Source: an optimization exercise on an open RTL-to-GDS flow (aim: small area and a short achievable clock period). Production flows keep margins and buffers that such runs may drop.
RTL that was checked went through simulation tests only; none was proved equivalent to the original.
The clock port is modelled as an ideal driver, which makes a skipped or thinned clock tree look cheaper than it is; a real chip needs a root buffer or a tree.
Power figures rest on the tool's default switching activity, not on a simulated workload.

## the baseline
## spi_acl_responder
module spi_acl_responder #(
  parameter int          ADDR_W  = 6,
  parameter logic [7:0]  DEVID   = 8'hAD,
  parameter int          SYNC_FF = 2
) (
  input  logic              CLK,
  input  logic              RST,
  input  logic              SCLK,
  input  logic              SS,
  input  logic              SDI,
  output logic              SDO,
  input  logic              smp_valid,
  input  logic [7:0]        smp_x,
  input  logic [7:0]        smp_y,
  input  logic [7:0]        smp_z,
  output logic [7:0]        pwr_ctl,
  output logic              wr_stb,
  output logic [ADDR_W-1:0] wr_addr,
  output logic [7:0]        wr_data,
  output logic              frame_done,
  output logic              cmd_err
);
clock: 6.0 ns
lec_check: 0
abc_clock_period_in_ps: 2200
cap_margin: 20
core_margin: 2
core_utilization: 40
cts_buf_list: sky130_fd_sc_hd__clkbuf_16
cts_cluster_diameter: 60
cts_cluster_size: 30
setup_slack_margin: 3.8
slew_margin: 20
run.sh (not shown) runs the stock make flow with config.mk's settings and CLKGATE_MAP_FILE= SYNTH_SCRIPT=/design/flow/synth_recipe.tcl, a recipe that flattens the netlist after the stock synthesis.
No stage failed in the baseline, and the final checks on the layout all came back clean.
#### Input delta (the candidate over the baseline)
- CTS_BUF_LIST now sky130_fd_sc_hd__clkbuf_4 sky130_fd_sc_hd__clkbuf_8, was sky130_fd_sc_hd__clkbuf_16
- CTS_CLUSTER_SIZE no longer set, was 30
- CTS_CLUSTER_DIAMETER no longer set, was 60
- ~same met1 track utilization from global routing in the baseline and the candidate
- Comparing area growth from synthesis to final layout for the baseline and the candidate, the smaller number came from the baseline.
- The candidate against the baseline: share of total power consumed by net switching shrank by 0.86 points; global-route wire length before repair went up by about 5.6%; post-layout minimum cycle time decreased 0.075 ns; worst setup slack moved up.
- NOTE total power the baseline->the candidate increased by more than 10%
- Changes observed in the candidate relative to the baseline: ratio of cells with drive above 1 in the final layout saw an increase, combinational fraction of design power saw a decrease, fraction of area in multi-input gates saw a decrease.
- Wire length: the baseline and the candidate compared, higher one is the candidate
No run of this note included a check of the RTL's function; only the layout flow was run.

---

spi_acl_responder, a different RTL version from the one above (not shown whole).
Size in the first run: about 610 flip-flops, about 56 I/O pins, ~17000 sq um of cells after synthesis.
==> flow/config.mk <==
export PLATFORM = sky130hd
export DESIGN_NAME = spi_acl_responder
export DESIGN_NICKNAME = spi_acl_responder
export VERILOG_FILES = /design/flow/design.v
export SDC_FILE = /design/flow/constraint.sdc
export NUM_CORES = 4
export LEC_CHECK = 0
export ABC_AREA = 1
export ABC_CLOCK_PERIOD_IN_PS = 2200
export CAP_MARGIN = 20
export CORE_MARGIN = 2
export CORE_UTILIZATION = 65
export CTS_BUF_LIST = sky130_fd_sc_hd__clkbuf_16
export CTS_CLUSTER_DIAMETER = 60
export CTS_CLUSTER_SIZE = 30
export PLACE_DENSITY = 0.75
export SETUP_SLACK_MARGIN = 4.0
export SLEW_MARGIN = 20
==> flow/constraint.sdc <==
create_clock -name core_clock -period 6.0 [get_ports {CLK}]
set_input_delay 1.2000 -clock core_clock [delete_from_list [all_inputs] [get_ports {CLK}]]
set_output_delay 1.2000 -clock core_clock [all_outputs]
set_load 0.01 [all_outputs]
standard.sh (not shown) runs the stock make flow with config.mk's settings and CLKGATE_MAP_FILE= SYNTH_SCRIPT=/design/flow/synth_recipe.tcl, a recipe that flattens the netlist after the stock synthesis.
==> flow/flow/run.sh <==
#!/bin/bash
set -euo pipefail
export BUFFER_PORTS_ARGS="-buffer_cell sky130_fd_sc_hd__buf_2"
export CTS_ARGS="-sink_clustering_enable -repair_clock_nets -sink_clustering_size 30 -sink_clustering_max_diameter 60 -buf_list sky130_fd_sc_hd__clkbuf_16 -dont_use_dummy_load"
export POST_CTS_TCL="$PWD/flow/unroot_clk.tcl"
bash standard.sh > standard.log 2>&1
==> flow/flow/unroot_clk.tcl <==
proc unroot_clock_tree {} {
  set block [ord::get_db_block]
  set clknet [$block findNet CLK]
  set roots {}
  foreach it [$clknet getITerms] { if {[$it isInputSignal]} { lappend roots $it } }
  if {[llength $roots] != 1} { puts "unroot: [llength $roots] root pins, left alone"; return }
  set rit [lindex $roots 0]
  set root [$rit getInst]
  set x [$root findITerm X]
  set rootnet [$x getNet]
  set loads {}
  foreach lt [$rootnet getITerms] { if {[$lt isInputSignal]} { lappend loads $lt } }
  if {[llength $loads] > 4} { puts "unroot: root drives [llength $loads] pins, left alone"; return }
  foreach lt $loads { $lt disconnect; $lt connect $clknet }
  $rit disconnect
  $x disconnect
  odb::dbInst_destroy $root
  odb::dbNet_destroy $rootnet
  puts "unroot: CLK now drives [llength $loads] clock buffers directly"
}
unroot_clock_tree
Change:
==> flow/flow/run.sh (replaced) <==
#!/bin/bash
set -euo pipefail
export BUFFER_PORTS_ARGS="-buffer_cell sky130_fd_sc_hd__buf_2"
export CTS_ARGS="-sink_clustering_enable -repair_clock_nets -sink_clustering_size 30 -sink_clustering_max_diameter 60 -buf_list sky130_fd_sc_hd__clkbuf_16 -dont_use_dummy_load"
bash standard.sh > standard.log 2>&1
SETUP_SLACK_MARGIN = 3.95   (was 4.0)
removed: flow/flow/unroot_clk.tcl
What happened:
- The new run passed the timing, DRC and antenna checks
- area after synthesis is unchanged
- utilization went down by 0.15 points
- power went up slightly
- worst setup slack gets worse by 0.13 ns
- hold slack gets better by 0.0073 ns
- clock power went up by a few percent
Change:
==> flow/flow/run.sh (replaced) <==
#!/bin/bash
set -euo pipefail
export BUFFER_PORTS_ARGS="-buffer_cell sky130_fd_sc_hd__buf_2"
export CTS_ARGS="-sink_clustering_enable -repair_clock_nets -sink_clustering_size 30 -sink_clustering_max_diameter 60 -buf_list sky130_fd_sc_hd__clkbuf_16 -dont_use_dummy_load"
export POST_CTS_TCL="$PWD/flow/unroot_clk.tcl"
bash standard.sh > standard.log 2>&1
==> flow/flow/unroot_clk.tcl (new file) <==
proc unroot_clock_tree {} {
  set block [ord::get_db_block]
  set clknet [$block findNet CLK]
  set roots {}
  foreach it [$clknet getITerms] { if {[$it isInputSignal]} { lappend roots $it } }
  if {[llength $roots] != 1} { puts "unroot: [llength $roots] root pins, left alone"; return }
  set rit [lindex $roots 0]
  set root [$rit getInst]
  set x [$root findITerm X]
  set rootnet [$x getNet]
  set loads {}
  foreach lt [$rootnet getITerms] { if {[$lt isInputSignal]} { lappend loads $lt } }
  if {[llength $loads] > 4} { puts "unroot: root drives [llength $loads] pins, left alone"; return }
  foreach lt $loads { $lt disconnect; $lt connect $clknet }
  $rit disconnect
  $x disconnect
  odb::dbInst_destroy $root
  odb::dbNet_destroy $rootnet
  puts "unroot: CLK now drives [llength $loads] clock buffers directly"
}
unroot_clock_tree
ABC_CLOCK_PERIOD_IN_PS = 2000   (was 2200)
SETUP_SLACK_MARGIN = 4.15   (was 3.95)
Effect: The changed run completed with no timing, DRC or antenna violations. Maximum frequency rises by a few percent. Setup slack gets better by 0.13 ns. Wire length went up by a few percent. Combinational power rose by about a fifth. First-iteration DRC count grows by about a fifth. Sequential cell count is unchanged. Clock power falls by a few percent. Utilization is higher by 1.8 points. Final area rises by a few percent. Clock skew hardly moves. Die area does not change.
Change:
==> flow/flow/run.sh (replaced) <==
#!/bin/bash
set -euo pipefail
export BUFFER_PORTS_ARGS="-buffer_cell sky130_fd_sc_hd__buf_2"
export CTS_ARGS="-sink_clustering_enable -repair_clock_nets -sink_clustering_size 30 -sink_clustering_max_diameter 60 -buf_list sky130_fd_sc_hd__clkbuf_16 -dont_use_dummy_load"
bash standard.sh > standard.log 2>&1
ABC_CLOCK_PERIOD_IN_PS = 2200   (was 2000)
SETUP_SLACK_MARGIN = 3.8   (was 4.15)
removed: flow/flow/unroot_clk.tcl
What happened: The changed run finished clean; total power goes down by 0.97%; sequential share of layout area goes up by 2.1 points; hold slack stays flat; clock-buffer cell count goes up by 1; area after synthesis does not change.
Change:
==> flow/flow/run.sh (replaced) <==
#!/bin/bash
set -euo pipefail
export BUFFER_PORTS_ARGS="-buffer_cell sky130_fd_sc_hd__buf_2"
export CTS_ARGS="-sink_clustering_enable -repair_clock_nets -sink_clustering_size 30 -sink_clustering_max_diameter 60 -buf_list sky130_fd_sc_hd__clkbuf_16 -dont_use_dummy_load"
export POST_CTS_TCL="$PWD/flow/unroot_clk.tcl"
bash standard.sh > standard.log 2>&1
==> flow/flow/unroot_clk.tcl (new file) <==
proc unroot_clock_tree {} {
  set block [ord::get_db_block]
  set clknet [$block findNet CLK]
  set roots {}
  foreach it [$clknet getITerms] { if {[$it isInputSignal]} { lappend roots $it } }
  if {[llength $roots] != 1} { puts "unroot: [llength $roots] root pins, left alone"; return }
  set rit [lindex $roots 0]
  set root [$rit getInst]
  set x [$root findITerm X]
  set rootnet [$x getNet]
  set loads {}
  foreach lt [$rootnet getITerms] { if {[$lt isInputSignal]} { lappend loads $lt } }
  if {[llength $loads] > 4} { puts "unroot: root drives [llength $loads] pins, left alone"; return }
  foreach lt $loads { $lt disconnect; $lt connect $clknet }
  $rit disconnect
  $x disconnect
  odb::dbInst_destroy $root
  odb::dbNet_destroy $rootnet
  puts "unroot: CLK now drives [llength $loads] clock buffers directly"
}
unroot_clock_tree
Effect:
- clock power falls by about 3%
- power decreases by 0.62%
- count of clock-buffer cells in the layout is lower by 1
- die area is unchanged
- final cell count does not change
- critical path depth is unchanged
- hold slack barely changes
- global-route usage is about the same
- first-iteration DRC count is higher by 5.1%
- sequential power barely changes
- final area hardly moves

[port drivers added, routing unchanged]
No port has a modelled driver above. Below, the same layouts with a new extraction and two added sets of constraints. Step 1 (the two cells are an assumption about what drives the block):
set clk [get_ports {CLK}]
set_driving_cell -lib_cell sky130_fd_sc_hd__clkbuf_16 $clk
set_driving_cell -lib_cell sky130_fd_sc_hd__buf_2 [delete_from_list [all_inputs] $clk]
Step 2 times the ports against the registers' clock, not the clock port: input delays grow and output delays shrink by t, the midpoint of the rising clock arrivals with the driver on. Three values: no drivers, after step 1, after step 2; two values: the first two.
run | shift t [ns] | setup WS [ns] | latest minus earliest clock arrival (ns)
the baseline | 0.629 | 3.255 / 3.255 / 3.255 | 0.018 / 0.017
the candidate | 0.645 | 3.330 / 3.330 / 3.330 | 0.038 / 0.038
the first run of note 2 | 0.476 | 3.896 / 3.837 / 3.680 | 0.063 / 0.063
the second run of note 2 | 0.598 | 3.768 / 3.720 / 3.463 | 0.060 / 0.060
the third run of note 2 | 0.477 | 3.898 / 3.839 / 3.690 | 0.062 / 0.063
the fourth run of note 2 | 0.599 | 3.767 / 3.719 / 3.379 | 0.062 / 0.063
the fifth run of note 2 | 0.476 | 3.897 / 3.838 / 3.465 | 0.063 / 0.063
After both steps setup and hold are still met in every run listed. For the fifth run of note 2, which loses most, drivers alone change the setup slack by -0.059 ns; drivers and shift together by -0.432 ns.
